From an optimization exercise on the open Yosys and OpenROAD flow, aimed at small area; shortcuts taken in it are not production practice. The RTL was checked by simulation tests, not by an equivalence proof against the original design. Power is estimated from default activity; no workload was simulated.

**design/flow/constraint.sdc**
```tcl
create_clock -name core_clock -period 7.0 [get_ports {clk}]
set_input_delay 1.4000 -clock core_clock [delete_from_list [all_inputs] [get_ports {clk}]]
set_output_delay 1.4000 -clock core_clock [all_outputs]
set_load 0.01 [all_outputs]
```
**design/flow/config.mk**
```make
export PLATFORM = sky130hd
export DESIGN_NAME = regfile
export DESIGN_NICKNAME = regfile
export VERILOG_FILES = /design/flow/design.v
export SDC_FILE = /design/flow/constraint.sdc
export NUM_CORES = 4
export LEC_CHECK = 0
export CAP_MARGIN = 20
export CORE_MARGIN = 2
export CORE_UTILIZATION = 55
export SLEW_MARGIN = 20
export SYNTH_HIERARCHICAL = 1
export SYNTH_MINIMUM_KEEP_SIZE = 0
```
**design/flow/flow/run.sh**
```bash
#!/bin/bash
# The standard layout with two changes: clock tree synthesis without dummy loads and with larger
# sink clusters, and the smallest buffer for the port buffers. Everything else, synthesis
# included, is standard.sh's.
set -euo pipefail
export CTS_ARGS="-sink_clustering_enable -repair_clock_nets -dont_use_dummy_load -sink_clustering_size 24 -sink_clustering_max_diameter 60 -buf_list {sky130_fd_sc_hd__clkbuf_8 sky130_fd_sc_hd__clkbuf_16}"
export BUFFER_PORTS_ARGS="-buffer_cell sky130_fd_sc_hd__buf_1"
bash standard.sh > standard.log 2>&1
```
**design/flow/standard.sh**
```bash
#!/bin/bash
# synth_recipe.tcl (not shown) runs the flow's synth.tcl, then flattens the netlist and writes it again
# the make line also repeats each setting of config.mk as NAME=value (left out here)
make -C /OpenROAD-flow-scripts/flow DESIGN_CONFIG=/design/flow/config.mk WORK_HOME=/design/flow/orfs CLKGATE_MAP_FILE= SYNTH_SCRIPT=/design/flow/synth_recipe.tcl "${@:-finish}"
```
**design/flow/design.v**
```verilog
module rf_hold (
    input  logic en,
    input  logic en_n,
    input  logic d,
    input  logic q,
    output logic nq
);
    assign nq = (d & en) | (q & en_n);
endmodule
module rf_aoi222 (
    input  logic [2:0] s,
    input  logic [2:0] d,
    output logic       y_n
);
    assign y_n = ~|(s & d);
endmodule
module rf_rdmux (
    input  logic [30:0] sel,
    input  logic [30:0] d,
    output logic        o
);
    logic [10:0] t_n;
    for (genvar k = 0; k < 10; k++) begin : g_aoi
        rf_aoi222 u_aoi (.s(sel[3*k+2:3*k]), .d(d[3*k+2:3*k]), .y_n(t_n[k]));
    end
    assign t_n[10] = ~(sel[30] & d[30]);
    assign o = ~&t_n;
endmodule
module rf_dec4_n (
    input  logic [1:0] a,
    input  logic       en,
    output logic [3:0] y_n
);
    for (genvar k = 0; k < 4; k++) begin : g_y
        assign y_n[k] = !(en && (a == 2'(k)));
    end
endmodule
module rf_dec4 (
    input  logic [1:0] a,
    input  logic       en,
    output logic [3:0] y
);
    for (genvar k = 0; k < 4; k++) begin : g_y
        assign y[k] = en && (a == 2'(k));
    end
endmodule
module rf_dec8_n (
    input  logic [2:0] a,
    input  logic       en,
    output logic [7:0] y_n
);
    for (genvar k = 0; k < 8; k++) begin : g_y
        assign y_n[k] = !(en && (a == 3'(k)));
    end
endmodule
module rf_dec8 (
    input  logic [2:0] a,
    output logic [7:0] y
);
    for (genvar k = 0; k < 8; k++) begin : g_y
        assign y[k] = (a == 3'(k));
    end
endmodule
module regfile (
    input  logic        clk,
    input  logic        rst,
    input  logic        we,
    input  logic [4:0]  waddr,
    input  logic [31:0] wdata,
    input  logic        re1,
    input  logic [4:0]  raddr1,
    output logic [31:0] rdata1,
    input  logic        re2,
    input  logic [4:0]  raddr2,
    output logic [31:0] rdata2
);
    logic [31:0] mem_q [1:31];
    logic [31:0] mem_d [1:31];
    logic [31:1] wen, hold, sel1, sel2;
    logic [3:0]  wlo, wlo_n, r1lo_n, r2lo_n;
    logic [7:0]  whi, whi_r_n, r1hi_n, r2hi_n;
    rf_dec4_n u_wlo_n (.a(waddr[1:0]),  .en(we),   .y_n(wlo_n));
    rf_dec4   u_wlo   (.a(waddr[1:0]),  .en(we),   .y(wlo));
    rf_dec8   u_whi   (.a(waddr[4:2]),             .y(whi));
    rf_dec8_n u_whi_n (.a(waddr[4:2]),  .en(!rst), .y_n(whi_r_n));
    rf_dec4_n u_r1lo  (.a(raddr1[1:0]), .en(re1),  .y_n(r1lo_n));
    rf_dec8_n u_r1hi  (.a(raddr1[4:2]), .en(!rst), .y_n(r1hi_n));
    rf_dec4_n u_r2lo  (.a(raddr2[1:0]), .en(re2),  .y_n(r2lo_n));
    rf_dec8_n u_r2hi  (.a(raddr2[4:2]), .en(!rst), .y_n(r2hi_n));
    always_comb begin
        for (int i = 1; i < 32; i++) begin
            wen[i]  = !(wlo_n[i % 4] || whi_r_n[i / 4]);
            hold[i] = !((wlo[i % 4] && whi[i / 4]) || rst);
            sel1[i] = !(r1lo_n[i % 4] || r1hi_n[i / 4]);
            sel2[i] = !(r2lo_n[i % 4] || r2hi_n[i / 4]);
        end
    end
    for (genvar i = 1; i < 32; i++) begin : g_reg
        for (genvar b = 0; b < 32; b++) begin : g_bit
            rf_hold u_hold (.en(wen[i]), .en_n(hold[i]), .d(wdata[b]), .q(mem_q[i][b]),
                            .nq(mem_d[i][b]));
        end
    end
    always_ff @(posedge clk) begin
        for (int i = 1; i < 32; i++) begin
            mem_q[i] <= mem_d[i];
        end
    end
    for (genvar b = 0; b < 32; b++) begin : g_rd
        logic [30:0] col;
        for (genvar i = 1; i < 32; i++) begin : g_col
            assign col[i-1] = mem_q[i][b];
        end
        rf_rdmux u_rd1 (.sel(sel1), .d(col), .o(rdata1[b]));
        rf_rdmux u_rd2 (.sel(sel2), .d(col), .o(rdata2[b]));
    end
endmodule
```
==> run notes, run 1 <==
- Post-DR vias/cell: 9.22
- Slowest stage delay, CP: 1030 ps
- Clock-pin slew reported for the worst setup and hold paths after clock tree synthesis: 70 ps
- Crit path max fanout: 27
- Most numerous cell on the critical path: buf_4
- Synthesized cell area: 37,700 µm²
- Placement Cell Area: 41,600 µm²
- Port Buffer Count: 115
- Final cell count without fillers: 4,289
- Synthesis warning total: 10
- Capturing element type of the critical path: primary output
- Latest clock arrival within the worst-skew pair: 680 ps
- Maximum count of clock buffers along a single path: 3
- Number of vias after detailed routing: 39,600
- Leakage power summed over all cells: 15.5 nW
- WS Path Type: in -> out
- Placed Cells incl. Taps: 4,211
- Remaining antenna violation count after routing: 0
- Final Max Slew Viols: 0
- Layout overhead on the synthesized area: 14.7%
- Final period util: 0.875
- Setup skew after layout: 0 ps
- DRC Markers: 0
- Wire per inst: 42.5 µm
- Async S/R FF share, synth: 0
- Antenna violations before repair: 11
- Setup repair after global routing missed its margin: false
- Hold violation total from the final report: 0
- Worst-Margin Slew: 1290 ps
- Number of nets in the finished design: 3,450
- GRT overflow: 0
- Min Hold Slack: 503 ps
- Critical path, cell by cell: buf_2 -> inv_1 -> buf_4 -> nand4b_1 -> nor2_4 -> buf_4 -> a222oi_1 -> nand4_1 -> a2111o_1 -> buf_1
- Hold buffers post-CTS: 0
- Part of the Yosys area used for sequential elements: 0.526
- Effective utilization at floorplan: 0.553
- Run status: finished clean
- Sink count of the clock tree: 992
- DPL Wire Length: 105,000 µm
- Number of top-level pins: 116
- Vias in the first global route: 37,600
- CP Data Required Time: 5600 ps
- Die Height: 266 µm
- CTS root buffer: clkbuf_16
- Global-route usage over all layers: 0.490
- Share of the core filled with cells: 0.635
- Setup repair bufs after CTS: 0
- Areal power density over the cells: 224 nW/µm²
- Predominant post-synthesis flop cell: dfxtp_1
- Setup total negative slack: 0 ps
- Register bank with the most flops: mem_q
- Pin count of the biggest net entering global routing: 33
- Number of flip-flops in the largest register: 992
- Die Area: 70,700 µm²
- Max Freq: 0.163 GHz
- Maximum level of the CTS H-tree: 2
- Final setup violation count: 0
- Kind of start point of the critical path: input pin
- Relative slew margins: 0.141
- Synthesized Nets: 3,120
- Count of max-cap constraint violations: 0
- Arrival time of data at the critical path endpoint: 4720 ps
- Number of library cell types mapped by synthesis: 25
- Registers with the highest flip-flop counts: mem_q x992
- Final non-filler cell area: 43,300 µm²
- Core Region: 68,200 µm²
- Count of state elements after synthesis: 992
- First-pass GRT wire length: 257,000 µm
- Final weighted congestion of routability-driven global placement: 0.968
- CP bufs+invs: 5
- Clock tree from TritonCTS: done
- Average size of a mapped cell: 12.3 µm²
- Total of cells resized after clock tree synthesis: 0
- Worst vdd rail ir drop: 212 µV
- Number of enable flip-flop cells after synthesis: 0
- Number of buffers created by CTS: 60
- Most frequent cells in the layout: 992 x a22o_1, 992 x dfxtp_1, 640 x a222oi_1
- Count of mapped cells out of synthesis: 3,068
- DRC marker count from the first detailed-route iteration: 11,100
- Fraction of final layout cells sized beyond drive strength 1: 0.106
- Largest delay contributor family on the critical path: simple AND/OR/NAND/NOR gates
- Row count: 96
- Floorplan die width: 266 µm
- First-pass iteration count of the detailed router: 13
- DRT Wirelength: 182,000 µm
- Final critical path time including I/O delays and setup: 6120 ps
- Cell type of the slowest stage on the worst timing path: nor2_4
- HP Class: reg -> reg
-- metal layers --
layer | wire length (µm) | GRT usage | vias to the layer above
met4 | 12700 | 0.270 | 14
met2 | 72300 | 0.682 | 4390
met1 | 61400 | 0.615 | 19100
met3 | 35400 | 0.239 | 1030
li1 | - | - | 15100
met5 | 323 | 0.0187 | -
-- stage by stage --
step / power (W) / setup slack, ps
after CTS: 0.00960 / 1180
after detailed placement: 0.00634 / 1190
final: 0.00968 / 877
after global routing: 0.00985 / 867
after global placement: 0.00632 / 1200
after floorplan: 0.00599 / 1680
-- Yosys cell counts (all sizes together), types with 4 or more instances --
cell type / count / share of area
a2111o: 64 / 0.019
a21oi: 31 / 0.0042
a222oi: 640 / 0.17
a22o: 992 / 0.23
and3b: 5 / 0.0013
buf: 15 / 0.0025
dfxtp: 992 / 0.53
nand2: 64 / 0.0064
nand3b: 6 / 0.0012
nand4: 131 / 0.022
nand4b: 9 / 0.0021
nand4bb: 9 / 0.0027
nor2: 93 / 0.0093
nor3b: 4 / 0.00093
-- path summary, 6_finish.rpt --
check / cells past startpoint / slack [ps] / end / from
setup / recovery: 10 / 880 / rdata1[30] / rst
hold / removal: 1 / 500 / mem_q[29][19]$_DFF_P_ / mem_q[29][19]$_DFF_P_
setup reg to reg: 1 / 6290 / mem_q[31][8]$_DFF_P_ / mem_q[31][8]$_DFF_P_
hold reg to reg: 1 / 500 / mem_q[29][19]$_DFF_P_ / mem_q[29][19]$_DFF_P_
-- final cells by class --
type	count	area, µm²
Antenna cell	11	27.5
Clock buffer	60	1500
Sequential cell	992	19900
Multi-Input combinational cell	2060	18800
Inverter	1	3.75
Timing Repair Buffer	283	1970
Tap cell	882	1100
Fill cell	5251	24900
-- per-module statistics from Yosys, one instance, submodules excluded --
module     times used  flip-flops and latches
rf_aoi222         640                       0
rf_hold           992                       0
rf_dec4             1                       0
regfile             1                     992
rf_dec4_n           3                       0
rf_rdmux           64                       0
rf_dec8             1                       0
rf_dec8_n           3                       0
-- report_power, final --
group	leakage (nW)	internal, W	switching (W)
Combinational	6.78	0.0000997	0.000440
Sequential	8.00	0.00568	0.0000355
Clock	0.739	0.00151	0.00192
Total	15.5	0.00729	0.00239
-- cell families (layout without fill, tap and decap cells) --
logic type	Yosys count	count (layout)	share of synthesized area
flip-flops	992	992	0.526
AO/OA/AOI/OAI	1727	1727	0.423
other	0	11	0
AND/OR/NAND/NOR	333	333	0.0479
buffers and inverters	16	344	0.00255
==> run 2: changes to the inputs <==
--- a/design/flow/config.mk
+++ b/design/flow/config.mk
@@ -6,8 +6,8 @@
 export NUM_CORES = 4
 export LEC_CHECK = 0
-export CAP_MARGIN = 20
+export CAP_MARGIN = 12
 export CORE_MARGIN = 2
 export CORE_UTILIZATION = 55
-export SLEW_MARGIN = 20
+export SLEW_MARGIN = 12
 export SYNTH_HIERARCHICAL = 1
 export SYNTH_MINIMUM_KEEP_SIZE = 0
==> run notes, run 2 <==
- Run status: finished clean
- Global-route usage over all layers: 0.490
- CP bufs+invs: 4
- Worst-Margin Slew: 1440 ps
- Clock-pin slew reported for the worst setup and hold paths after clock tree synthesis: 70 ps
- Count of state elements after synthesis: 992
- Most frequent cells in the layout: 992 x a22o_1, 992 x dfxtp_1, 640 x a222oi_1
- Hold buffers post-CTS: 0
- Final setup violation count: 0
- Effective utilization at floorplan: 0.553
- Largest delay contributor family on the critical path: simple AND/OR/NAND/NOR gates
- Number of library cell types mapped by synthesis: 25
- Die Height: 266 µm
- Number of top-level pins: 116
- Leakage power summed over all cells: 15.4 nW
- Slowest stage delay, CP: 1090 ps
- CP Data Required Time: 5600 ps
- Crit path max fanout: 32
- Clock tree from TritonCTS: done
- First-pass GRT wire length: 257,000 µm
- Setup skew after layout: 0 ps
- Final critical path time including I/O delays and setup: 6140 ps
- Final period util: 0.878
- Setup repair after global routing missed its margin: false
- Total of cells resized after clock tree synthesis: 0
- Fraction of final layout cells sized beyond drive strength 1: 0.103
- Synthesized Nets: 3,120
- DRC Markers: 0
- Predominant post-synthesis flop cell: dfxtp_1
- Floorplan die width: 266 µm
- Total of fill cells in the finished design: 5,394
- HP Class: reg -> reg
- Synthesis warning total: 10
- Worst vdd rail ir drop: 224 µV
- Antenna violations before repair: 18
- Async S/R FF share, synth: 0
- Setup repair bufs after CTS: 0
- Wire per inst: 42.4 µm
- CTS root buffer: clkbuf_16
- Core Region: 68,200 µm²
- Layout overhead on the synthesized area: 13.8%
- Share of Yosys cell area claimed by the top area cell type: 0.526
- First-pass iteration count of the detailed router: 14
- Count of max-cap constraint violations: 0
- Dominant cell type by area after synthesis: dfxtp_1
- Number of flip-flops in the largest register: 992
- Critical path, cell by cell: buf_2 -> inv_1 -> buf_4 -> nand4b_1 -> nor2_4 -> a222oi_1 -> nand4_1 -> a2111o_1 -> buf_1
- Number of buffers created by CTS: 60
- Setup total negative slack: 0 ps
- Cell type of the slowest stage on the worst timing path: nor2_4
- Number of nets in the finished design: 3,438
- Max Freq: 0.163 GHz
- Maximum level of the CTS H-tree: 2
- Synthesized cell area: 37,700 µm²
- Areal power density over the cells: 225 nW/µm²
- Capturing element type of the critical path: primary output
- Average size of a mapped cell: 12.3 µm²
- Final worst-path setup slack: 856 ps
- DPL Wire Length: 104,000 µm
- Number of vias after detailed routing: 39,200
- Final weighted congestion of routability-driven global placement: 0.968
- DRC marker count from the first detailed-route iteration: 11,000
- Remaining antenna violation count after routing: 0
- Die Area: 70,700 µm²
- Count of mapped cells out of synthesis: 3,068
- Arrival time of data at the critical path endpoint: 4740 ps
- Relative slew margins: 0.0396
- Port Buffer Count: 115
- Most area-consuming cells after synthesis: dfxtp_1 53%, a22o_1 23%, a222oi_1 17%, nand4_1 2.2%, a2111o_1 1.9%
- Hold violation total from the final report: 0
- GRT overflow: 0
- Post-DR vias/cell: 9.18
- Vias in the first global route: 37,800
- Row count: 96
- DRT Wirelength: 181,000 µm
- Sink count of the clock tree: 992
- Most common library cells after synthesis: 992 x a22o_1, 992 x dfxtp_1, 640 x a222oi_1
- Number of enable flip-flop cells after synthesis: 0
- Registers with the highest flip-flop counts: mem_q x992
- Kind of start point of the critical path: input pin
- Dpl ws: 1190 ps
- Latest clock arrival within the worst-skew pair: 690 ps
- Part of the Yosys area used for sequential elements: 0.526
- WS Path Type: in -> out
- Final Max Slew Viols: 0
- Maximum count of clock buffers along a single path: 3
- Pin count of the biggest net entering global routing: 33
- Register bank with the most flops: mem_q
-- run 2: path summary, 6_finish.rpt --
check / cells past startpoint / from / end / slack (ps)
setup / recovery: 9 / rst / rdata1[26] / 860
hold / removal: 1 / mem_q[8][10]$_DFF_P_ / mem_q[8][10]$_DFF_P_ / 500
setup reg to reg: 1 / mem_q[31][8]$_DFF_P_ / mem_q[31][8]$_DFF_P_ / 6290
hold reg to reg: 1 / mem_q[8][10]$_DFF_P_ / mem_q[8][10]$_DFF_P_ / 500
-- run 2: logic make-up after synthesis --
| logic type | after synthesis | synth area share |
|---|---|---|
| AOI/OAI and AO/OA | 1727 | 0.423 |
| buffers and inverters | 16 | 0.00255 |
| DFF | 992 | 0.526 |
| and+or+nand+nor | 333 | 0.0479 |
-- run 2: modules after synthesis, one instance, submodules excluded --
module / cell area (µm²) / copies in the design
regfile: 20500 / 1
rf_dec8_n: 76.3 / 3
rf_rdmux: 27.5 / 64
rf_hold: 8.76 / 992
rf_dec8: 65.1 / 1
rf_dec4: 37.5 / 1
rf_aoi222: 10.0 / 640
rf_dec4_n: 28.8 / 3
-- run 2: cell type report --
cell class / instances / area, µm² / share of cell area
Sequential cell: 992 / 19900 / 0.462
Tap cell: 882 / 1100 / 0.0257
Antenna cell: 8 / 20.0 / 0.000466
Inverter: 1 / 3.75 / 0.0000874
Timing Repair Buffer: 271 / 1640 / 0.0383
Clock buffer: 60 / 1500 / 0.0350
Multi-Input combinational cell: 2060 / 18800 / 0.438
-- run 2: per-layer routing --
metal	global-route usage	share of wire	vias up
li1	-	-	15000
met1	0.609	0.34	19000
met2	0.677	0.40	4145
met3	0.243	0.19	1044
met4	0.291	0.073	28
met5	0.0132	0.0016	-
-- run 2: through the flow --
stage,std cells,total power [W],util,hold slack [ps],cell area [µm²]
after floorplan,3068,0.00599,-,462,37700
after global placement,4205,0.00632,0.607,476,41400
after detailed placement,4205,0.00633,0.607,477,41400
after CTS,4265,0.00959,0.629,500,42900
after global routing,4268,0.00983,0.629,508,42900
final,4274,0.00966,0.630,501,43000
-- run 2: power breakdown --
| part | internal (W) | leakage [nW] | switching, W | total [W] |
|---|---|---|---|---|
| clock network | 0.00151 | 0.739 | 0.00191 | 0.00341 |
| registers | 0.00568 | 8.00 | 0.0000354 | 0.00572 |
| logic | 0.0000946 | 6.64 | 0.000437 | 0.000531 |
==> run 3: changes to the inputs <==
--- a/design/flow/design.v
+++ b/design/flow/design.v
@@ -62,4 +62,19 @@
     end
 endmodule
+module rf_nor2 (
+    input  logic a,
+    input  logic b,
+    output logic y
+);
+    assign y = !(a || b);
+endmodule
+module rf_aoi21 (
+    input  logic a1,
+    input  logic a2,
+    input  logic b,
+    output logic y
+);
+    assign y = !((a1 && a2) || b);
+endmodule
 module regfile (
     input  logic        clk,
@@ -77,5 +92,5 @@
     logic [31:0] mem_q [1:31];
     logic [31:0] mem_d [1:31];
-    logic [31:1] wen, hold, sel1, sel2;
+    logic [31:1] wen [2], hold [2], sel1 [2], sel2 [2];
     logic [3:0]  wlo, wlo_n, r1lo_n, r2lo_n;
     logic [7:0]  whi, whi_r_n, r1hi_n, r2hi_n;
@@ -88,15 +103,15 @@
     rf_dec4_n u_r2lo  (.a(raddr2[1:0]), .en(re2),  .y_n(r2lo_n));
     rf_dec8_n u_r2hi  (.a(raddr2[4:2]), .en(!rst), .y_n(r2hi_n));
-    always_comb begin
-        for (int i = 1; i < 32; i++) begin
-            wen[i]  = !(wlo_n[i % 4] || whi_r_n[i / 4]);
-            hold[i] = !((wlo[i % 4] && whi[i / 4]) || rst);
-            sel1[i] = !(r1lo_n[i % 4] || r1hi_n[i / 4]);
-            sel2[i] = !(r2lo_n[i % 4] || r2hi_n[i / 4]);
+    for (genvar i = 1; i < 32; i++) begin : g_dec
+        for (genvar h = 0; h < 2; h++) begin : g_half
+            rf_nor2  u_wen  (.a(wlo_n[i % 4]), .b(whi_r_n[i / 4]), .y(wen[h][i]));
+            rf_aoi21 u_hold (.a1(wlo[i % 4]), .a2(whi[i / 4]), .b(rst), .y(hold[h][i]));
+            rf_nor2  u_sel1 (.a(r1lo_n[i % 4]), .b(r1hi_n[i / 4]), .y(sel1[h][i]));
+            rf_nor2  u_sel2 (.a(r2lo_n[i % 4]), .b(r2hi_n[i / 4]), .y(sel2[h][i]));
         end
     end
     for (genvar i = 1; i < 32; i++) begin : g_reg
         for (genvar b = 0; b < 32; b++) begin : g_bit
-            rf_hold u_hold (.en(wen[i]), .en_n(hold[i]), .d(wdata[b]), .q(mem_q[i][b]),
+            rf_hold u_hold (.en(wen[b / 16][i]), .en_n(hold[b / 16][i]), .d(wdata[b]), .q(mem_q[i][b]),
                             .nq(mem_d[i][b]));
         end
@@ -112,6 +127,6 @@
             assign col[i-1] = mem_q[i][b];
         end
-        rf_rdmux u_rd1 (.sel(sel1), .d(col), .o(rdata1[b]));
-        rf_rdmux u_rd2 (.sel(sel2), .d(col), .o(rdata2[b]));
+        rf_rdmux u_rd1 (.sel(sel1[b / 16]), .d(col), .o(rdata1[b]));
+        rf_rdmux u_rd2 (.sel(sel2[b / 16]), .d(col), .o(rdata2[b]));
     end
 endmodule
==> design/flow/flow/run.sh (replaced) <==
#!/bin/bash
# The standard layout with two changes: clock tree synthesis without dummy loads and with larger
# sink clusters, and the smallest buffer for the port buffers. Everything else, synthesis
# included, is standard.sh's.
set -euo pipefail
export CTS_ARGS="-sink_clustering_enable -repair_clock_nets -dont_use_dummy_load -sink_clustering_size 28 -sink_clustering_max_diameter 75 -buf_list {sky130_fd_sc_hd__clkbuf_8 sky130_fd_sc_hd__clkbuf_16}"
export BUFFER_PORTS_ARGS="-buffer_cell sky130_fd_sc_hd__buf_1"
bash standard.sh > standard.log 2>&1
==> run notes, run 3 <==
- Run status: finished clean
- Crit path max fanout: 24
- Global-route usage over all layers: 0.478
- HP Class: reg -> reg
- Die Height: 268 µm
- Areal power density over the cells: 219 nW/µm²
- Worst-Margin Slew: 1390 ps
- Number of enable flip-flop cells after synthesis: 0
- Wire per inst: 40.4 µm
- Final setup violation count: 0
- CTS root buffer: clkbuf_16
- Arrival time of data at the critical path endpoint: 5270 ps
- Clock-pin slew reported for the worst setup and hold paths after clock tree synthesis: 30 ps
- Async S/R FF share, synth: 0
- Most frequent cells in the layout: 992 x a22o_1, 992 x dfxtp_1, 640 x a222oi_1
- Max Freq: 0.150 GHz
- Final period util: 0.953
- Kind of start point of the critical path: input pin
- Capturing element type of the critical path: primary output
- PnR Total Power: 0.00932 W
- Sink count of the clock tree: 992
- WS Path Type: in -> out
- Setup total negative slack: 0 ps
- Length of routed wiring on met1: 62,900 µm
- DPL Wire Length: 113,000 µm
- Fraction of final layout cells sized beyond drive strength 1: 0.0959
- Port Buffer Count: 115
- Register bank with the most flops: mem_q
- Most common library cells after synthesis: 992 x a22o_1, 992 x dfxtp_1, 640 x a222oi_1
- Depth of the worst hold-timing path: 1
- Dominant cell type by area after synthesis: dfxtp_1
- Count of state elements after synthesis: 992
- Registers with the highest flip-flop counts: mem_q x992
- Count of mapped cells out of synthesis: 3,177
- Synthesis warning total: 14
- Setup repair bufs after CTS: 0
- Share of Yosys cell area claimed by the top area cell type: 0.517
- Startpoint of the lowest-slack hold path: mem_q[15][1]$_DFF_P_
- Relative slew margins: 0.0683
- Number of top-level pins: 116
- Core Region: 68,800 µm²
- DRC Markers: 0
- Hold buffers post-CTS: 0
- Number of nets in the finished design: 3,559
- Remaining antenna violation count after routing: 0
- Latest clock arrival within the worst-skew pair: 670 ps
- Setup repair after global routing missed its margin: false
- Floorplan die width: 268 µm
- Final weighted congestion of routability-driven global placement: 1.09
- Row count: 96
- Average size of a mapped cell: 12.1 µm²
- Hold violation total from the final report: 0
- Vias in the first global route: 36,200
- Synthesized Nets: 3,229
- Origin of the critical flop-to-flop path: mem_q[11][13]$_DFF_P_
- Top Layer Used: met5
- Number of library cell types mapped by synthesis: 21
- Number of flip-flops in the largest register: 992
- Number of buffers created by CTS: 49
- Maximum count of clock buffers along a single path: 3
- Wire length on met3: 32,000 µm
- First-pass iteration count of the detailed router: 20
- Final Max Slew Viols: 0
- Predominant post-synthesis flop cell: dfxtp_1
- DRC marker count from the first detailed-route iteration: 10,800
- Post-DR vias/cell: 8.88
- CP Data Required Time: 5600 ps
- Setup skew after layout: 0 ps
- Number of vias after detailed routing: 39,400
- Worst vdd rail ir drop: 225 µV
- Die Area: 71,900 µm²
- Final critical path time including I/O delays and setup: 6670 ps
- DRT Wirelength: 179,000 µm
- Maximum level of the CTS H-tree: 2
- Clock tree from TritonCTS: done
- Layout overhead on the synthesized area: 10.9%
- Slack of the worst reg-to-reg path: 6180 ps
- First-pass GRT wire length: 256,000 µm
- Synthesized cell area: 38,400 µm²
- GRT overflow: 0
- Number of cell instances on the worst register-to-register path: 1
- Reg2reg end: mem_q[11][13]$_DFF_P_
- Pin count of the biggest net entering global routing: 40
- Antenna violations before repair: 8
- Hold EP: mem_q[15][1]$_DFF_P_
- Most area-consuming cells after synthesis: dfxtp_1 52%, a22o_1 23%, a222oi_1 17%, nand4_1 2.1%, a2111o_1 1.9%
- Total of cells resized after clock tree synthesis: 0
- Part of the Yosys area used for sequential elements: 0.517
- Total of fill cells in the finished design: 5,512
- Leakage power summed over all cells: 15.5 nW
- Count of max-cap constraint violations: 0
- Effective utilization at floorplan: 0.558
- Met2 wire length: 71,600 µm
-- run 3: changes by cell type after synthesis --
cell / before / now
a21oi_2: 1 / 62
a21oi_1: 30 / 0
nor2_1: 93 / 186
buf_2: 11 / 0
buf_6: 3 / 0
buf_1: 1 / 0
-- run 3: power breakdown --
| part | switching, W | internal, W |
|---|---|---|
| sequential | 0.0000413 | 0.00568 |
| clock | 0.00184 | 0.00125 |
| combinational | 0.000425 | 0.0000789 |
| total | 0.00231 | 0.00701 |
-- run 3: layer usage --
metal / track usage / vias to the layer above
met3: 0.193 / 846
met2: 0.677 / 4119
met5: 0.00405 / -
met4: 0.252 / 10
li1: - / 15400
met1: 0.621 / 19000
-- run 3: kinds of logic after synthesis --
family,after synthesis,share of synthesized area
simple gates,426,0.0562
compound gates,1758,0.426
buf+inv,1,0.0000977
flops,992,0.517
-- run 3: layout make-up --
cell class,instances,area [µm²],area share
Timing Repair Buffer,279,1710,0.0402
Multi-Input combinational cell,2184,18600,0.437
Inverter,1,3.75,0.0000882
Clock buffer,49,1230,0.0288
Antenna cell,5,12.5,0.000294
Tap cell,931,1160,0.0274
Sequential cell,992,19900,0.467
-- run 3: worst max-delay path, stage by stage --
cell	delay, ps
clkbuf_4	120
inv_1	590
nand4b_1	850
nor2_1	1180
a222oi_1	330
nand4_1	310
a2111o_1	280
buf_1	200
-- run 3: worst max path at each step --
stage | endpoint | slack [ps] | startpoint
floorplan | rdata1[0] | 2290 | rst
global placement | rdata1[11] | 900 | rst
detailed placement | rdata1[11] | 830 | rst
CTS | rdata1[11] | 810 | rst
global route | rdata1[18] | 450 | rst
finish | rdata1[18] | 330 | rst
-- run 3: metrics by stage --
stage	setup WS, ps	instances	instance area [µm²]	hold WS (ps)	util
after detailed placement	828	4384	41300	477	0.599
final	330	4441	42600	502	0.618
after global routing	452	4439	42600	520	0.618
after floorplan	2290	3177	38400	462	-
after global placement	901	4384	41300	475	0.599
after CTS	808	4433	42500	502	0.617
-- run 3: per-module statistics from Yosys (local to each module, per instance), a selection --
module | flops+latches | cells | times used | cell area [µm²]
rf_rdmux | 0 | 4 | 64 | 27.5
rf_hold | 0 | 1 | 992 | 8.76
rf_dec4 | 0 | 4 | 1 | 37.5
rf_dec8_n | 0 | 8 | 3 | 76.3
regfile | 992 | 993 | 1 | 19900
rf_aoi21 | 0 | 1 | 62 | 8.76
==> run 4: changes to the inputs <==
--- a/design/flow/config.mk
+++ b/design/flow/config.mk
@@ -9,4 +9,5 @@
 export CORE_MARGIN = 2
 export CORE_UTILIZATION = 55
+export GPL_TIMING_DRIVEN = 0
 export SLEW_MARGIN = 12
 export SYNTH_HIERARCHICAL = 1
==> run notes, run 4 <==
- Run status: complete, but fails checks
- Set of violated layout checks: negative setup slack
- Antenna violations before repair: 10
- Number of top-level pins: 116
- Pin count of the biggest net entering global routing: 32
- Synthesized Nets: 3,229
- Startpoint of the lowest-slack hold path: mem_q[13][2]$_DFF_P_
- Share of Yosys cell area claimed by the top area cell type: 0.517
- First-pass GRT wire length: 224,000 µm
- Parity-gate share of the synthesized area counting xor and xnor cells: 0
- Post-synthesis compound-gate area fraction: 0.426
- GRT overflow: 0
- Most area-consuming cells after synthesis: dfxtp_1 52%, a22o_1 23%, a222oi_1 17%, nand4_1 2.1%, a2111o_1 1.9%
- Clock tree from TritonCTS: done
- Final weighted congestion of routability-driven global placement: 0.973
- Max Freq: 0.140 GHz
- CTS root buffer: clkbuf_16
- Number of library cell types mapped by synthesis: 21
- WS Path Type: in -> out
- Main combinational cell family by area after synthesis: compound AO/OA/AOI/OAI gates
- CP Data Required Time: 5600 ps
- Most frequent cells in the layout: 992 x a22o_1, 992 x dfxtp_1, 640 x a222oi_1
- Simple-gate share of the synthesized area: 0.0562
- Depth of the worst hold-timing path: 1
- Number of flip-flops in the largest register: 992
- Setup repair after global routing missed its margin: true
- Setup total negative slack: -426 ps
- Arrival time of data at the critical path endpoint: 5730 ps
- Reg2reg end: mem_q[25][19]$_DFF_P_
- Setup repair bufs after CTS: 0
- Final Max Slew Viols: 0
- Crit path max fanout: 31
- Areal power density over the cells: 219 nW/µm²
- Synthesized cell area: 38,400 µm²
- HP Class: reg -> reg
- Die Area: 71,900 µm²
- Number of enable flip-flop cells after synthesis: 0
- Most common library cells after synthesis: 992 x a22o_1, 992 x dfxtp_1, 640 x a222oi_1
- Synthesis warning total: 14
- First-pass iteration count of the detailed router: 13
- Met2 wire length: 64,200 µm
- Count of max-cap constraint violations: 0
- Maximum count of clock buffers along a single path: 3
- Fraction of final layout cells sized beyond drive strength 1: 0.0963
- Multiplexer share of the synthesized area: 0
- Row count: 96
- Die Height: 268 µm
- Final period util: 1.02
- Setup skew after layout: 0 ps
- Vias in the first global route: 34,200
- Total of fill cells in the finished design: 5,581
- Async S/R FF share, synth: 0
- DRC Markers: 0
- Port Buffer Count: 115
- Final worst-path setup slack: -127 ps
- Count of mapped cells out of synthesis: 3,177
- Sink count of the clock tree: 992
- Slack of the worst reg-to-reg path: 6330 ps
- Register bank with the most flops: mem_q
- Final critical path time including I/O delays and setup: 7130 ps
- Adder-cell share of the synthesized area: 0
- Layout overhead on the synthesized area: 9.17%
- Clock-pin slew reported for the worst setup and hold paths after clock tree synthesis: 50 ps
- Leakage power summed over all cells: 14.7 nW
- Part of the Yosys area used for sequential elements: 0.517
- Dominant cell type by area after synthesis: dfxtp_1
- Length of routed wiring on met1: 59,200 µm
- Wire length on met3: 26,500 µm
- Registers with the highest flip-flop counts: mem_q x992
- Floorplan die width: 268 µm
- Effective utilization at floorplan: 0.558
- Number of nets in the finished design: 3,418
- Predominant post-synthesis flop cell: dfxtp_1
- Number of cell instances on the worst register-to-register path: 1
- Final setup violation count: 10
- Core Region: 68,800 µm²
- Average size of a mapped cell: 12.1 µm²
- Kind of start point of the critical path: input pin
- Hold buffers post-CTS: 0
- Global-route usage over all layers: 0.403
- Capturing element type of the critical path: primary output
- Count of state elements after synthesis: 992
- Number of vias after detailed routing: 37,300
- Hold violation total from the final report: 0
- Latest clock arrival within the worst-skew pair: 650 ps
- Hold EP: mem_q[13][2]$_DFF_P_
- Maximum level of the CTS H-tree: 2
- DRT Wirelength: 154,000 µm
- Post-DR vias/cell: 8.68
- DPL Wire Length: 101,000 µm
- Share of the core filled with cells: 0.609
- Number of buffers created by CTS: 47
- DRC marker count from the first detailed-route iteration: 9,597
- Worst vdd rail ir drop: 220 µV
- Top Layer Used: met5
- Wire per inst: 35.8 µm
- Worst-Margin Slew: 1350 ps
- Remaining antenna violation count after routing: 0
- Relative slew margins: 0.0946
- Origin of the critical flop-to-flop path: mem_q[25][19]$_DFF_P_
==> run 4: cell counts after synthesis <==
No cell type changed its count.
==> run 4: worst max-delay path, stage by stage <==
cell,delay (ps)
buf_2,140
buf_12,180
inv_1,580
nand4_1,890
nor2_1,1330
a222oi_1,340
nand4_1,370
a2111o_1,270
buf_1,180
==> run 4: layer usage <==
metal  global-route usage  up-vias
met5               0.0155        -
li1                     -    15100
met4               0.0998       16
met1                0.558    18400
met2                0.578     3435
met3                0.168      341
==> run 4: cell families (layout without fill, tap and decap cells) <==
| logic type | Yosys count | count (layout) |
|---|---|---|
| flops | 992 | 992 |
| compound gates | 1758 | 1758 |
| simple gates | 426 | 426 |
| buf+inv | 1 | 188 |
| other cells | 0 | 6 |
==> run 4: modules after synthesis (local to each module, per instance) <==
| module | cells inside | area, µm² |
|---|---|---|
| regfile | 993 | 19900 |
| rf_dec8_n | 8 | 76.3 |
| rf_dec8 | 8 | 65.1 |
| rf_dec4 | 4 | 37.5 |
| rf_dec4_n | 4 | 28.8 |
| rf_rdmux | 4 | 27.5 |
| rf_aoi222 | 1 | 10.0 |
| rf_aoi21 | 1 | 8.76 |
| rf_hold | 1 | 8.76 |
| rf_nor2 | 1 | 3.75 |
==> run 4: per-stage QoR <==
step                instance area, µm²  cells  setup WS [ps]  power (W)  hold slack, ps
floorplan                        38400   3177           2290    0.00601             462
global placement                 40000   4223          -3120    0.00624             475
detailed placement               40400   4236            268    0.00627             476
CTS                              41600   4283            276    0.00915             500
global route                     41900   4298          -19.0    0.00940             515
finish                           41900   4301           -127    0.00918             504
==> run 4: area by class of cell <==
cell class,instances,area [µm²],share of cell area
well taps,931,1160,0.0278
multi-input cells,2184,18900,0.451
clock buffers,47,1180,0.0281
inverters,1,3.75,0.0000896
repair buffers,140,768,0.0183
flip-flops and latches,992,19900,0.474
diodes,6,15.0,0.000358
==> run 4: power by group <==
group / total (W) / switching, W / internal, W / leakage (nW)
Combinational: 0.000467 / 0.000389 / 0.0000775 / 6.13
Sequential: 0.00572 / 0.0000345 / 0.00568 / 8.00
Clock: 0.00300 / 0.00179 / 0.00120 / 0.579
==> run 4: worst max-delay path by stage <==
stage | from | end | slack, ps | cells after the start
after floorplan | rst | rdata1[0] | 2290 | 6
after global placement | rst | rdata1[28] | -3120 | 8
after detailed placement | rst | rdata1[11] | 270 | 9
after CTS | rst | rdata1[11] | 280 | 9
after global routing | rst | rdata2[28] | -20 | 9
final | rst | rdata2[28] | -130 | 9
==> run 4: repair_timing <==
item,CTS,global route
hold endpoints to repair,0,0
setup endpoints to repair,0,8
resized for setup,0,2
==> run 5: changes to the inputs <==
--- a/design/flow/design.v
+++ b/design/flow/design.v
@@ -47,9 +47,9 @@
 module rf_dec8_n (
     input  logic [2:0] a,
-    input  logic       en,
+    input  logic       dis,
     output logic [7:0] y_n
 );
     for (genvar k = 0; k < 8; k++) begin : g_y
-        assign y_n[k] = !(en && (a == 3'(k)));
+        assign y_n[k] = !(!dis && (a == 3'(k)));
     end
 endmodule
@@ -98,9 +98,9 @@
     rf_dec4   u_wlo   (.a(waddr[1:0]),  .en(we),   .y(wlo));
     rf_dec8   u_whi   (.a(waddr[4:2]),             .y(whi));
-    rf_dec8_n u_whi_n (.a(waddr[4:2]),  .en(!rst), .y_n(whi_r_n));
+    rf_dec8_n u_whi_n (.a(waddr[4:2]),  .dis(rst), .y_n(whi_r_n));
     rf_dec4_n u_r1lo  (.a(raddr1[1:0]), .en(re1),  .y_n(r1lo_n));
-    rf_dec8_n u_r1hi  (.a(raddr1[4:2]), .en(!rst), .y_n(r1hi_n));
+    rf_dec8_n u_r1hi  (.a(raddr1[4:2]), .dis(rst), .y_n(r1hi_n));
     rf_dec4_n u_r2lo  (.a(raddr2[1:0]), .en(re2),  .y_n(r2lo_n));
-    rf_dec8_n u_r2hi  (.a(raddr2[4:2]), .en(!rst), .y_n(r2hi_n));
+    rf_dec8_n u_r2hi  (.a(raddr2[4:2]), .dis(rst), .y_n(r2hi_n));
     for (genvar i = 1; i < 32; i++) begin : g_dec
         for (genvar h = 0; h < 2; h++) begin : g_half
--- a/design/flow/config.mk
+++ b/design/flow/config.mk
@@ -10,4 +10,5 @@
 export CORE_UTILIZATION = 55
 export GPL_TIMING_DRIVEN = 0
+export SETUP_SLACK_MARGIN = 0.4
 export SLEW_MARGIN = 12
 export SYNTH_HIERARCHICAL = 1
==> run notes, run 5 <==
- CP Data Required Time: 5600 ps
- Final period util: 0.959
- Registers with the highest flip-flop counts: mem_q x992
- Worst vdd rail ir drop: 211 µV
- Core Region: 68,800 µm²
- Global-route usage over all layers: 0.445
- Largest delay contributor family on the critical path: simple AND/OR/NAND/NOR gates
- Share of Yosys cell area claimed by the top area cell type: 0.517
- First-pass GRT wire length: 241,000 µm
- Max Freq: 0.149 GHz
- Final worst-path setup slack: 288 ps
- Final weighted congestion of routability-driven global placement: 1.01
- Latest clock arrival within the worst-skew pair: 640 ps
- Maximum count of clock buffers along a single path: 3
- Cell-internal power: 0.00701 W
- Critical path, cell by cell: buf_1 -> or3b_1 -> nor2_1 -> a222oi_1 -> nand4_1 -> a2111o_1 -> buf_1
- Effective utilization at floorplan: 0.558
- Row count: 96
- Switching power: 0.00229 W
- DRT Wirelength: 169,000 µm
- Clock tree from TritonCTS: done
- Setup skew after layout: 0 ps
- Number of library cell types mapped by synthesis: 21
- WS Path Type: in -> out
- Number of nets in the finished design: 3,434
- Worst-Margin Slew: 1380 ps
- First-pass iteration count of the detailed router: 14
- Most area-consuming cells after synthesis: dfxtp_1 52%, a22o_1 23%, a222oi_1 17%, nand4_1 2.1%, a2111o_1 1.9%
- Leakage power summed over all cells: 14.8 nW
- Number of vias after detailed routing: 38,500
- Setup repair after global routing missed its margin: false
- Number of flip-flops in the largest register: 992
- Predominant post-synthesis flop cell: dfxtp_1
- Most frequent cells in the layout: 992 x a22o_1, 992 x dfxtp_1, 640 x a222oi_1
- Port Buffer Count: 115
- Share of the core filled with cells: 0.612
- CP bufs+invs: 2
- Number of enable flip-flop cells after synthesis: 0
- Clock-pin slew reported for the worst setup and hold paths after clock tree synthesis: 80 ps
- Cell type of the slowest stage on the worst timing path: or3b_1
- Vias in the first global route: 35,400
- DPL Wire Length: 109,000 µm
- Register bank with the most flops: mem_q
- Proportion of power drawn by combinational gates: 0.054
- Proportion of power drawn by the clock network: 0.332
- Post-DR vias/cell: 8.91
- Antenna violations before repair: 15
- HP Class: reg -> reg
- Number of top-level pins: 116
- Final setup violation count: 0
- Die Area: 71,900 µm²
- Synthesized cell area: 38,400 µm²
- Arrival time of data at the critical path endpoint: 5310 ps
- Count of mapped cells out of synthesis: 3,176
- Areal power density over the cells: 221 nW/µm²
- Synthesized Nets: 3,228
- Async S/R FF share, synth: 0
- Startpoint of the lowest-slack hold path: mem_q[17][6]$_DFF_P_
- Hold violation total from the final report: 0
- Final critical path time including I/O delays and setup: 6710 ps
- DRC Markers: 0
- Run status: finished clean
- Number of buffers created by CTS: 49
- Die Height: 268 µm
- Dominant cell type by area after synthesis: dfxtp_1
- Switching power share of the total: 0.246
- Slowest stage delay, CP: 1020 ps
- Dpl ws: 366 ps
- Most numerous cell on the critical path: buf_1
- Final Max Slew Viols: 0
- Final non-filler cell area: 42,200 µm²
- Sink count of the clock tree: 992
- Launching element of the worst setup path: raddr1[1]
- PnR Total Power: 0.00931 W
- DRC marker count from the first detailed-route iteration: 10,800
- Floorplan die width: 268 µm
- Origin of the critical flop-to-flop path: mem_q[31][30]$_DFF_P_
- Remaining antenna violation count after routing: 0
- CTS root buffer: clkbuf_16
- Crit path max fanout: 16
- Part of the Yosys area used for sequential elements: 0.517
- Hold buffers post-CTS: 0
- Layout overhead on the synthesized area: 9.81%
- Setup repair bufs after CTS: 0
- Seq pwr share: 0.614
- Average size of a mapped cell: 12.1 µm²
- Relative slew margins: 0.0828
- Synthesis warning total: 14
- GRT overflow: 0
- Kind of start point of the critical path: input pin
- Placement Cell Area: 40,700 µm²
- Count of max-cap constraint violations: 0
- Maximum level of the CTS H-tree: 2
- Pin count of the biggest net entering global routing: 40
- Slack of the worst reg-to-reg path: 6300 ps
- Fraction of final layout cells sized beyond drive strength 1: 0.0985
- Setup total negative slack: 0 ps
- Most common library cells after synthesis: 992 x a22o_1, 992 x dfxtp_1, 640 x a222oi_1
- Capturing element type of the critical path: primary output
- Count of state elements after synthesis: 992
- Wire per inst: 39.2 µm
==> run 5: kinds of logic (layout without fill, tap and decap cells) <==
family / Yosys count / after routing / synth area share
buffers and inverters: 0 / 204 / 0
DFF: 992 / 992 / 0.517
and+or+nand+nor: 426 / 426 / 0.0565
AOI/OAI and AO/OA: 1758 / 1758 / 0.426
other: 0 / 5 / 0
==> run 5: routing by layer <==
metal,vias up,GRT usage,part of all wire
met5,-,0.0115,0.0018
met4,22,0.216,0.063
met3,695,0.165,0.16
met2,3746,0.638,0.41
met1,18800,0.590,0.36
li1,15200,-,-
==> run 5: final cells by class <==
type	count	area, µm²
fill	5484	26700
clock buffer	49	1230
timing repair buffer	155	977
antenna	5	12.5
sequential	992	19900
tap	931	1160
multi-input combinational	2184	18900
==> run 5: power groups by stage <==
| stage | Sequential, W | Combinational, W | Clock (W) |
|---|---|---|---|
| 3_3_place_gp | 0.00584 | 0.000428 | 0 |
| 6_report | 0.00572 | 0.000498 | 0.00309 |
| 3_5_place_dp | 0.00584 | 0.000461 | 0 |
| 2_1_floorplan | 0.00584 | 0.000169 | 0 |
| 4_1_cts | 0.00571 | 0.000462 | 0.00307 |
| 5_1_grt | 0.00572 | 0.000496 | 0.00327 |
==> run 5: final timing paths <==
path,to,depth (start not counted)
setup reg to reg,mem_q[31][30]$_DFF_P_,1
setup / recovery,rdata1[13],7
hold / removal,mem_q[17][6]$_DFF_P_,1
hold reg to reg,mem_q[17][6]$_DFF_P_,1
==> run 5: repair_timing <==
item	4_1_cts	5_1_grt
pin swaps	0	1
resized for setup	1	4
setup endpoints to repair	1	11
==> run 5: through the flow <==
| step | hold slack [ps] | std cells |
|---|---|---|
| 2_1_floorplan | 462 | 3176 |
| 3_3_place_gp | 475 | 4222 |
| 3_5_place_dp | 476 | 4255 |
| 4_1_cts | 505 | 4304 |
| 5_1_grt | 520 | 4311 |
| 6_report | 504 | 4316 |
==> run 5: Yosys stat by module, one instance, submodules excluded, a selection <==
module	cells	flops+latches	area [µm²]
rf_aoi222	1	0	10.0
rf_nor2	1	0	3.75
rf_rdmux	4	0	27.5
rf_dec8	8	0	65.1
rf_dec4_n	4	0	28.8
rf_aoi21	1	0	8.76
regfile	992	992	19900
rf_hold	1	0	8.76
==> run 6: changes to the inputs <==
--- a/design/flow/config.mk
+++ b/design/flow/config.mk
@@ -8,8 +8,8 @@
 export CAP_MARGIN = 12
 export CORE_MARGIN = 2
-export CORE_UTILIZATION = 55
+export CORE_UTILIZATION = 60
 export GPL_TIMING_DRIVEN = 0
 export SETUP_SLACK_MARGIN = 0.4
-export SLEW_MARGIN = 12
+export SLEW_MARGIN = 15
 export SYNTH_HIERARCHICAL = 1
 export SYNTH_MINIMUM_KEEP_SIZE = 0
==> run notes, run 6 <==
- Most area-consuming cells after synthesis: dfxtp_1 52%, a22o_1 23%, a222oi_1 17%, nand4_1 2.1%, a2111o_1 1.9%
- Cell type of the slowest stage on the worst timing path: a222oi_1
- Synthesized Nets: 3,228
- Arrival time of data at the critical path endpoint: 5460 ps
- Worst-Margin Slew: 1380 ps
- Critical path destination: rdata2[3]
- Capturing element type of the critical path: primary output
- Relative slew margins: 0.0734
- Registers with the highest flip-flop counts: mem_q x992
- Most frequent cells in the layout: 992 x a22o_1, 992 x dfxtp_1, 640 x a222oi_1
- Critical path, cell by cell: buf_2 -> buf_12 -> nand4bb_1 -> nor2_1 -> a222oi_1 -> nand4_1 -> a2111o_1 -> buf_1
- Dominant cell type by area after synthesis: dfxtp_1
- Register bank with the most flops: mem_q
- Max Freq: 0.146 GHz
- Worst vdd rail ir drop: 223 µV
- Setup repair after global routing missed its margin: true
- Wire per inst: 37.6 µm
- Final Max Slew Viols: 0
- Synthesized cell area: 38,400 µm²
- Number of enable flip-flop cells after synthesis: 0
- Core Region: 63,200 µm²
- Slowest stage delay, CP: 1010 ps
- Final critical path time including I/O delays and setup: 6860 ps
- Final setup violation count: 0
- Clock-pin slew reported for the worst setup and hold paths after clock tree synthesis: 90 ps
- Share of the core filled with cells: 0.661
- DPL Wire Length: 103,000 µm
- Part of the Yosys area used for sequential elements: 0.517
- Number of cell instances on the worst register-to-register path: 1
- Run status: finished clean
- Remaining antenna violation count after routing: 0
- Number of library cell types mapped by synthesis: 21
- HP Class: reg -> reg
- Predominant post-synthesis flop cell: dfxtp_1
- Vias in the first global route: 34,800
- Total of fill cells in the finished design: 4,821
- Final weighted congestion of routability-driven global placement: 1.01
- Setup total negative slack: 0 ps
- Die Height: 257 µm
- CP bufs+invs: 3
- Number of buffers created by CTS: 45
- DRC Markers: 0
- Kind of start point of the critical path: input pin
- DRT Wirelength: 158,000 µm
- Sink count of the clock tree: 992
- Crit path max fanout: 37
- CTS root buffer: clkbuf_16
- Port Buffer Count: 115
- Async S/R FF share, synth: 0
- Hold violation total from the final report: 0
- Number of top-level pins: 116
- Share of Yosys cell area claimed by the top area cell type: 0.517
- Pin count of the biggest net entering global routing: 38
- Die Area: 66,000 µm²
- Slack of the worst reg-to-reg path: 6300 ps
- Fraction of final layout cells sized beyond drive strength 1: 0.0989
- Average size of a mapped cell: 12.1 µm²
- Origin of the critical flop-to-flop path: mem_q[19][13]$_DFF_P_
- Stages on the worst setup path: 8
- Number of nets in the finished design: 3,410
- Reg2reg end: mem_q[19][13]$_DFF_P_
- Leakage power summed over all cells: 14.7 nW
- First-pass GRT wire length: 231,000 µm
- Number of flip-flops in the largest register: 992
- Setup skew after layout: 0 ps
- Number of vias after detailed routing: 38,200
- Latest clock arrival within the worst-skew pair: 650 ps
- GRT overflow: 0
- Maximum count of clock buffers along a single path: 3
- Count of mapped cells out of synthesis: 3,176
- Count of max-cap constraint violations: 0
- Clock tree from TritonCTS: done
- Largest delay contributor family on the critical path: simple AND/OR/NAND/NOR gates
- Effective utilization at floorplan: 0.607
- Launching element of the worst setup path: rst
- Layout overhead on the synthesized area: 8.74%
- WS Path Type: in -> out
- Most common library cells after synthesis: 992 x a22o_1, 992 x dfxtp_1, 640 x a222oi_1
- First-pass iteration count of the detailed router: 14
- CP Data Required Time: 5600 ps
- Maximum level of the CTS H-tree: 2
- DRC marker count from the first detailed-route iteration: 11,700
- Post-DR vias/cell: 9.08
- Floorplan die width: 257 µm
- Final period util: 0.980
- Antenna violations before repair: 13
- Global-route usage over all layers: 0.451
- Areal power density over the cells: 219 nW/µm²
- Synthesis warning total: 14
- Count of state elements after synthesis: 992
- Row count: 92
run 6: cell counts after synthesis:
Identical to the previous run, type by type.
run 6: power breakdown:
group / switching (W) / internal, W / leakage, nW
registers: 0.0000356 / 0.00568 / 8.00
clock network: 0.00179 / 0.00116 / 0.555
logic: 0.000406 / 0.0000804 / 6.10
total: 0.00223 / 0.00692 / 14.7
run 6: modules after synthesis, one instance, submodules excluded:
module,cells,flip-flops and latches
regfile,992,992
rf_dec8_n,8,0
rf_dec8,8,0
rf_dec4,4,0
rf_dec4_n,4,0
rf_rdmux,4,0
rf_aoi222,1,0
rf_aoi21,1,0
rf_hold,1,0
rf_nor2,1,0
run 6: worst min path at each step:
stage	slack (ps)	depth (start not counted)	start	endpoint
4_1_cts	510	1	mem_q[5][12]$_DFF_P_	mem_q[5][12]$_DFF_P_
3_3_place_gp	480	1	mem_q[7][27]$_DFF_P_	mem_q[7][27]$_DFF_P_
3_5_place_dp	480	1	mem_q[20][5]$_DFF_P_	mem_q[20][5]$_DFF_P_
5_1_grt	520	1	mem_q[25][14]$_DFF_P_	mem_q[25][14]$_DFF_P_
6_report	510	1	mem_q[22][9]$_DFF_P_	mem_q[22][9]$_DFF_P_
2_1_floorplan	460	1	mem_q[10][0]$_DFF_P_	mem_q[10][0]$_DFF_P_
run 6: cell type report:
type,instances,area [µm²],share of cell area
sequential,992,19900,0.476
clock buffer,45,1130,0.0270
timing repair buffer,135,726,0.0174
multi-input combinational,2184,19000,0.454
antenna,1,2.50,0.0000600
tap,846,1060,0.0254
run 6: what timing repair did:
item	CTS	global route
hold buffers	0	0
pin swaps	2	2
gates resized for setup	3	5
setup endpoints to repair	8	54
setup buffers	0	4
run 6: per-layer routing:
metal,track usage,vias up,part of all wire,routed length (µm)
li1,-,15100,-,-
met1,0.622,18700,0.36,57700
met2,0.635,3782,0.41,64900
met3,0.178,545,0.17,27600
met4,0.170,16,0.049,7820
met5,0,-,0.00070,111
run 6: cells by family after synthesis:
logic type	count (synthesis)	synth area share
AOI/OAI and AO/OA	1758	0.426
DFF	992	0.517
and+or+nand+nor	426	0.0565
run 6: stage by stage:
step                      hold WS, ps  total power (W)  std cells  instance area [µm²]  worst slack, ps
after floorplan                   462          0.00600       3176                38400             2520
after global placement            475          0.00625       4137                39900            -2340
after detailed placement          477          0.00628       4153                40300              306
after CTS                         506          0.00908       4198                41400              401
after global routing              523          0.00934       4202                41700              275
final                             510          0.00915       4203                41700              142
==> run 7: changes to the inputs <==
--- a/design/flow/config.mk
+++ b/design/flow/config.mk
@@ -8,8 +8,8 @@
 export CAP_MARGIN = 12
 export CORE_MARGIN = 2
-export CORE_UTILIZATION = 60
+export CORE_UTILIZATION = 64
 export GPL_TIMING_DRIVEN = 0
 export SETUP_SLACK_MARGIN = 0.4
-export SLEW_MARGIN = 15
+export SLEW_MARGIN = 18
 export SYNTH_HIERARCHICAL = 1
 export SYNTH_MINIMUM_KEEP_SIZE = 0
==> run notes, run 7 <==
- Sink count of the clock tree: 992
- Capturing element type of the critical path: primary output
- Arrival time of data at the critical path endpoint: 5290 ps
- Proportion of power drawn by the clock network: 0.320
- Worst vdd rail ir drop: 226 µV
- Die Height: 249 µm
- Most common library cells after synthesis: 992 x a22o_1, 992 x dfxtp_1, 640 x a222oi_1
- Final Max Slew Viols: 0
- Placed Cells incl. Taps: 4,079
- Global-route usage over all layers: 0.466
- Die Area: 62,000 µm²
- Seq. cell area: 19,900 µm²
- Floorplan die width: 249 µm
- HP Class: reg -> reg
- Row count: 89
- Kind of start point of the critical path: input pin
- Number of buffers created by CTS: 45
- DRC Markers: 0
- Max Freq: 0.150 GHz
- Register bank with the most flops: mem_q
- Slowest stage delay, CP: 1120 ps
- Number of vias after detailed routing: 38,700
- Pin count of the biggest net entering global routing: 37
- Setup repair after global routing missed its margin: false
- Seq pwr share: 0.627
- Hold violation total from the final report: 0
- Setup skew after layout: 0 ps
- Latest clock arrival within the worst-skew pair: 640 ps
- Layout overhead on the synthesized area: 8.76%
- Clock-pin slew reported for the worst setup and hold paths after clock tree synthesis: 80 ps
- Final setup violation count: 0
- DRT Wirelength: 156,000 µm
- Wire per inst: 37.6 µm
- Switching power share of the total: 0.241
- Registers with the highest flip-flop counts: mem_q x992
- Setup repair bufs after CTS: 0
- GRT overflow: 0
- Relative slew margins: 0.115
- First-pass GRT wire length: 224,000 µm
- Effective utilization at floorplan: 0.649
- Total of fill cells in the finished design: 4,171
- Number of nets in the finished design: 3,411
- Final weighted congestion of routability-driven global placement: 1.01
- Number of top-level pins: 116
- Async S/R FF share, synth: 0
- DPL Wire Length: 98,900 µm
- Clock tree from TritonCTS: done
- Final worst-path setup slack: 314 ps
- CTS root buffer: clkbuf_16
- Remaining antenna violation count after routing: 0
- Run status: finished clean
- Area occupied by multi-input gates: 19,000 µm²
- Synthesized Nets: 3,228
- Final critical path time including I/O delays and setup: 6690 ps
- Switching power: 0.00220 W
- Critical path, cell by cell: buf_2 -> buf_12 -> buf_12 -> nand4bb_1 -> nor2_2 -> a222oi_1 -> nand4_1 -> a2111o_1 -> buf_1
- Leakage power summed over all cells: 14.7 nW
- DRC marker count from the first detailed-route iteration: 12,100
- Part of the Yosys area used for sequential elements: 0.517
- Count of state elements after synthesis: 992
- Maximum level of the CTS H-tree: 2
- Vias in the first global route: 34,900
- Dominant cell type by area after synthesis: dfxtp_1
- Most frequent cells in the layout: 992 x a22o_1, 992 x dfxtp_1, 640 x a222oi_1
- Number of flip-flops in the largest register: 992
- Synthesized cell area: 38,400 µm²
- Synthesis warning total: 14
- Antenna violations before repair: 25
- Average size of a mapped cell: 12.1 µm²
- Cell-internal power: 0.00692 W
- Number of library cell types mapped by synthesis: 21
- Core Region: 59,100 µm²
- Share of Yosys cell area claimed by the top area cell type: 0.517
- Number of enable flip-flop cells after synthesis: 0
- Fraction of final layout cells sized beyond drive strength 1: 0.106
- WS Path Type: in -> out
- Port Buffer Count: 115
- Predominant post-synthesis flop cell: dfxtp_1
- Setup total negative slack: 0 ps
- Count of max-cap constraint violations: 0
- Most area-consuming cells after synthesis: dfxtp_1 52%, a22o_1 23%, a222oi_1 17%, nand4_1 2.1%, a2111o_1 1.9%
- Maximum count of clock buffers along a single path: 3
- Proportion of power drawn by combinational gates: 0.052
- Most numerous cell on the critical path: buf_12
- Crit path max fanout: 36
- Post-DR vias/cell: 9.35
- Final period util: 0.955
- CP Data Required Time: 5600 ps
- Worst-Margin Slew: 1330 ps
- Count of mapped cells out of synthesis: 3,176
- Areal power density over the cells: 218 nW/µm²
- Cell type of the slowest stage on the worst timing path: nor2_2
- First-pass iteration count of the detailed router: 15
- Dpl ws: 468 ps
- Final cell count without fillers: 4,138
[run 7: cell counts after synthesis]
Identical to the previous run, type by type.
[run 7: power groups by stage]
stage / registers [W] / clock network [W] / logic, W
after floorplan: 0.00584 / 0 / 0.000169
after global placement: 0.00584 / 0 / 0.000399
after detailed placement: 0.00584 / 0 / 0.000429
after CTS: 0.00571 / 0.00290 / 0.000430
after global routing: 0.00572 / 0.00309 / 0.000471
final: 0.00572 / 0.00292 / 0.000475
[run 7: Yosys stat by module, one instance, submodules excluded]
| module | cells | copies in the design |
|---|---|---|
| rf_aoi222 | 1 | 640 |
| rf_aoi21 | 1 | 62 |
| rf_hold | 1 | 992 |
| rf_dec8_n | 8 | 3 |
| rf_nor2 | 1 | 186 |
| regfile | 992 | 1 |
| rf_dec4_n | 4 | 3 |
| rf_rdmux | 4 | 64 |
| rf_dec4 | 4 | 1 |
| rf_dec8 | 8 | 1 |
[run 7: routing by layer]
layer	track usage	up-vias	share of wire
met4	0.150	30	0.045
met5	0.00772	-	0.0013
met1	0.618	18600	0.35
li1	-	15100	-
met2	0.676	4204	0.41
met3	0.208	750	0.19
[run 7: cells by family (layout without fill, tap and decap cells)]
| logic type | count (synthesis) | after routing | share of synthesized area |
|---|---|---|---|
| other | 0 | 8 | 0 |
| AO/OA/AOI/OAI | 1758 | 1758 | 0.426 |
| AND/OR/NAND/NOR | 426 | 426 | 0.0565 |
| flip-flops | 992 | 992 | 0.517 |
| buffers and inverters | 0 | 181 | 0 |
[run 7: final timing paths]
check / startpoint / cells after the start / slack (ps) / endpoint
setup / recovery: rst / 9 / 310 / rdata1[16]
hold / removal: mem_q[4][9]$_DFF_P_ / 1 / 510 / mem_q[4][9]$_DFF_P_
hold reg to reg: mem_q[4][9]$_DFF_P_ / 1 / 510 / mem_q[4][9]$_DFF_P_
setup reg to reg: mem_q[23][31]$_DFF_P_ / 1 / 6300 / mem_q[23][31]$_DFF_P_
[run 7: worst max-delay path: cells and delay by family]
kind,cells,cell delay [ps]
AND/OR/NAND/NOR,3,2330
buffers and inverters,4,920
AO/OA/AOI/OAI,2,590
[run 7: what timing repair did]
| action | 4_1_cts | 5_1_grt |
|---|---|---|
| setup endpoints to repair | 0 | 3 |
| hold buffers | 0 | 0 |
| gates resized for setup | 0 | 1 |
| hold endpoints to repair | 0 | 0 |
[run 7: stage by stage]
| stage | area (µm²) | util | total power [W] | hold WS (ps) |
|---|---|---|---|---|
| after global routing | 41700 | 0.706 | 0.00928 | 514 |
| after CTS | 41500 | 0.702 | 0.00904 | 503 |
| after detailed placement | 40400 | 0.683 | 0.00627 | 478 |
| after floorplan | 38400 | - | 0.00600 | 462 |
| after global placement | 39800 | 0.673 | 0.00624 | 475 |
| final | 41800 | 0.706 | 0.00911 | 507 |
[run 7: cell type report]
| class | instances | area share |
|---|---|---|
| Clock buffer | 45 | 0.0270 |
| Tap cell | 773 | 0.0232 |
| Sequential cell | 992 | 0.476 |
| Antenna cell | 8 | 0.000480 |
| Timing Repair Buffer | 136 | 0.0180 |
| Multi-Input combinational cell | 2184 | 0.456 |
==> run 8: changes to the inputs <==
==> design/flow/flow/run.sh (replaced) <==
#!/bin/bash
# The standard layout with three changes: downsizing of gates off the critical paths after
# global routing (RECOVER_POWER), clock tree synthesis without dummy loads and with larger
# sink clusters, and the smallest buffer for the port buffers. Everything else, synthesis
# included, is standard.sh's.
set -euo pipefail
export CTS_ARGS="-sink_clustering_enable -repair_clock_nets -dont_use_dummy_load -sink_clustering_size 28 -sink_clustering_max_diameter 75 -buf_list {sky130_fd_sc_hd__clkbuf_8 sky130_fd_sc_hd__clkbuf_16}"
export RECOVER_POWER=100
export BUFFER_PORTS_ARGS="-buffer_cell sky130_fd_sc_hd__buf_1"
bash standard.sh > standard.log 2>&1
--- a/design/flow/config.mk
+++ b/design/flow/config.mk
@@ -8,8 +8,8 @@
 export CAP_MARGIN = 12
 export CORE_MARGIN = 2
-export CORE_UTILIZATION = 64
+export CORE_UTILIZATION = 55
 export GPL_TIMING_DRIVEN = 0
 export SETUP_SLACK_MARGIN = 0.4
-export SLEW_MARGIN = 18
+export SLEW_MARGIN = 12
 export SYNTH_HIERARCHICAL = 1
 export SYNTH_MINIMUM_KEEP_SIZE = 0
==> run notes, run 8 <==
- Layout overhead on the synthesized area: 9.34%
- Kind of start point of the critical path: input pin
- Final setup violation count: 0
- Crit path max fanout: 39
- Floorplan die width: 268 µm
- Number of flip-flops in the largest register: 992
- Arrival time of data at the critical path endpoint: 5430 ps
- Synthesis warning total: 14
- Synthesized Nets: 3,228
- Total of fill cells in the finished design: 5,529
- Number of top-level pins: 116
- Seq pwr share: 0.615
- CP Data Required Time: 5600 ps
- Port Buffer Count: 115
- Setup repair after global routing missed its margin: false
- Count of max-cap constraint violations: 18
- Number of vias after detailed routing: 38,400
- Fraction of final layout cells sized beyond drive strength 1: 0.0820
- Run status: complete, but fails checks
- Seq. cell area: 19,900 µm²
- Dominant cell type by area after synthesis: dfxtp_1
- Final period util: 0.975
- Registers with the highest flip-flop counts: mem_q x992
- Sink count of the clock tree: 992
- Final Max Slew Viols: 255
- DRC Markers: 0
- Set of violated layout checks: max-capacitance violations, max-slew violations
- WS Path Type: in -> out
- Setup skew after layout: 0 ps
- Areal power density over the cells: 221 nW/µm²
- Cell type of the slowest stage on the worst timing path: a222oi_1
- Number of nets in the finished design: 3,434
- Wire length on met3: 28,200 µm
- Effective utilization at floorplan: 0.558
- Pin count of the biggest net entering global routing: 40
- GRT overflow: 0
- Most area-consuming cells after synthesis: dfxtp_1 52%, a22o_1 23%, a222oi_1 17%, nand4_1 2.1%, a2111o_1 1.9%
- Row count: 96
- Maximum level of the CTS H-tree: 2
- Number of library cell types mapped by synthesis: 21
- Worst vdd rail ir drop: 213 µV
- Share of Yosys cell area claimed by the top area cell type: 0.517
- Die Height: 268 µm
- DPL Wire Length: 109,000 µm
- Length of routed wiring on met1: 60,500 µm
- Vias in the first global route: 35,400
- CTS root buffer: clkbuf_16
- Final worst-path setup slack: 172 ps
- Register bank with the most flops: mem_q
- CP bufs+invs: 4
- Predominant post-synthesis flop cell: dfxtp_1
- Proportion of power drawn by the clock network: 0.332
- Setup repair bufs after CTS: 0
- Core Region: 68,800 µm²
- Proportion of power drawn by combinational gates: 0.053
- Post-DR vias/cell: 8.91
- Clock-pin slew reported for the worst setup and hold paths after clock tree synthesis: 80 ps
- Switching power: 0.00228 W
- Remaining antenna violation count after routing: 0
- Setup total negative slack: 0 ps
- Leakage power summed over all cells: 14.8 nW
- Die Area: 71,900 µm²
- Count of state elements after synthesis: 992
- Wire per inst: 39.1 µm
- Global-route usage over all layers: 0.445
- Average size of a mapped cell: 12.1 µm²
- PnR Total Power: 0.00929 W
- Max Freq: 0.146 GHz
- DRT Wirelength: 169,000 µm
- HP Class: reg -> reg
- Switching power share of the total: 0.245
==> run 8: cell counts after synthesis <==
No cell type changed its count.
==> run 8: worst paths after layout <==
check / from / to / slack [ps] / depth (start not counted)
max: rst / rdata2[18] / 170 / 9
min: mem_q[17][6]$_DFF_P_ / mem_q[17][6]$_DFF_P_ / 510 / 1
max reg2reg: mem_q[21][19]$_DFF_P_ / mem_q[21][19]$_DFF_P_ / 6310 / 1
min reg2reg: mem_q[17][6]$_DFF_P_ / mem_q[17][6]$_DFF_P_ / 510 / 1
==> run 8: metal layers <==
layer | vias to the layer above | track usage
met3 | 675 | 0.165
li1 | 15200 | -
met5 | - | 0.0115
met1 | 18700 | 0.590
met4 | 20 | 0.216
met2 | 3844 | 0.638
==> run 8: modules after synthesis, one instance, submodules excluded <==
module	flops+latches	cell area (µm²)
rf_aoi222	0	10.0
rf_dec4	0	37.5
rf_dec8	0	65.1
rf_aoi21	0	8.76
rf_rdmux	0	27.5
regfile	992	19900
rf_nor2	0	3.75
rf_hold	0	8.76
rf_dec8_n	0	80.1
rf_dec4_n	0	28.8
==> run 8: timing repair <==
item                                   CTS  global route
endpoints found under the hold margin    0             0
setup endpoints to repair                1            11
hold buffers                             0             0
gates cloned                             0             0
pin swaps                                0             1
resized for setup                        1             4
==> run 8: cell families (layout without fill, tap and decap cells) <==
family | after synthesis | count (layout) | share of synthesized area
flops | 992 | 992 | 0.517
buf+inv | 0 | 204 | 0
other cells | 0 | 6 | 0
simple gates | 426 | 426 | 0.0565
compound gates | 1758 | 1758 | 0.426
==> run 8: power groups by stage <==
stage | clock (W) | combinational, W | sequential [W]
floorplan | 0 | 0.000169 | 0.00584
global placement | 0 | 0.000428 | 0.00584
detailed placement | 0 | 0.000461 | 0.00584
CTS | 0.00307 | 0.000462 | 0.00571
global route | 0.00327 | 0.000492 | 0.00572
finish | 0.00308 | 0.000494 | 0.00572
==> run 8: through the flow <==
| step | utilization | hold slack, ps | cell area, µm² | cells |
|---|---|---|---|---|
| 6_report | 0.610 | 505 | 42000 | 4317 |
| 5_1_grt | 0.610 | 520 | 42000 | 4311 |
| 4_1_cts | 0.609 | 505 | 41900 | 4304 |
| 3_5_place_dp | 0.591 | 476 | 40700 | 4255 |
| 3_3_place_gp | 0.581 | 475 | 40000 | 4222 |
| 2_1_floorplan | - | 462 | 38400 | 3176 |
==> run 8: cell type report <==
cell class / instances / share of cell area
Sequential cell: 992 / 0.473
Clock buffer: 49 / 0.0292
Tap cell: 931 / 0.0278
Antenna cell: 6 / 0.000358
Timing Repair Buffer: 155 / 0.0216
Multi-Input combinational cell: 2184 / 0.448

[afterwards: timing with drivers on the ports]
How much do the figures lean on ideal ports? The routed layouts below were timed once more, with nothing changed but the port constraints. Step 1 assumes that a clkbuf_16 drives the clock port and a buf_2 every other input. Step 2 also shifts input and output timing later by t, the mid clock arrival at the registers, as if the neighbouring blocks saw the same clock. Three values: no drivers, after step 1, after step 2; two values: the first two.
run	shift t [ns]	slack for setup (ns)
run 1	0.732	0.877 / 0.851 / 0.851
run 2	0.721	0.856 / 0.835 / 0.835
run 3	0.700	0.330 / 0.298 / 0.298
run 4	0.689	-0.127 / -0.157 / -0.157
run 5	0.702	0.288 / 0.259 / 0.259
run 6	0.708	0.142 / 0.116 / 0.116
run 7	0.700	0.314 / 0.255 / 0.255
run 8	0.704	0.172 / 0.110 / 0.110
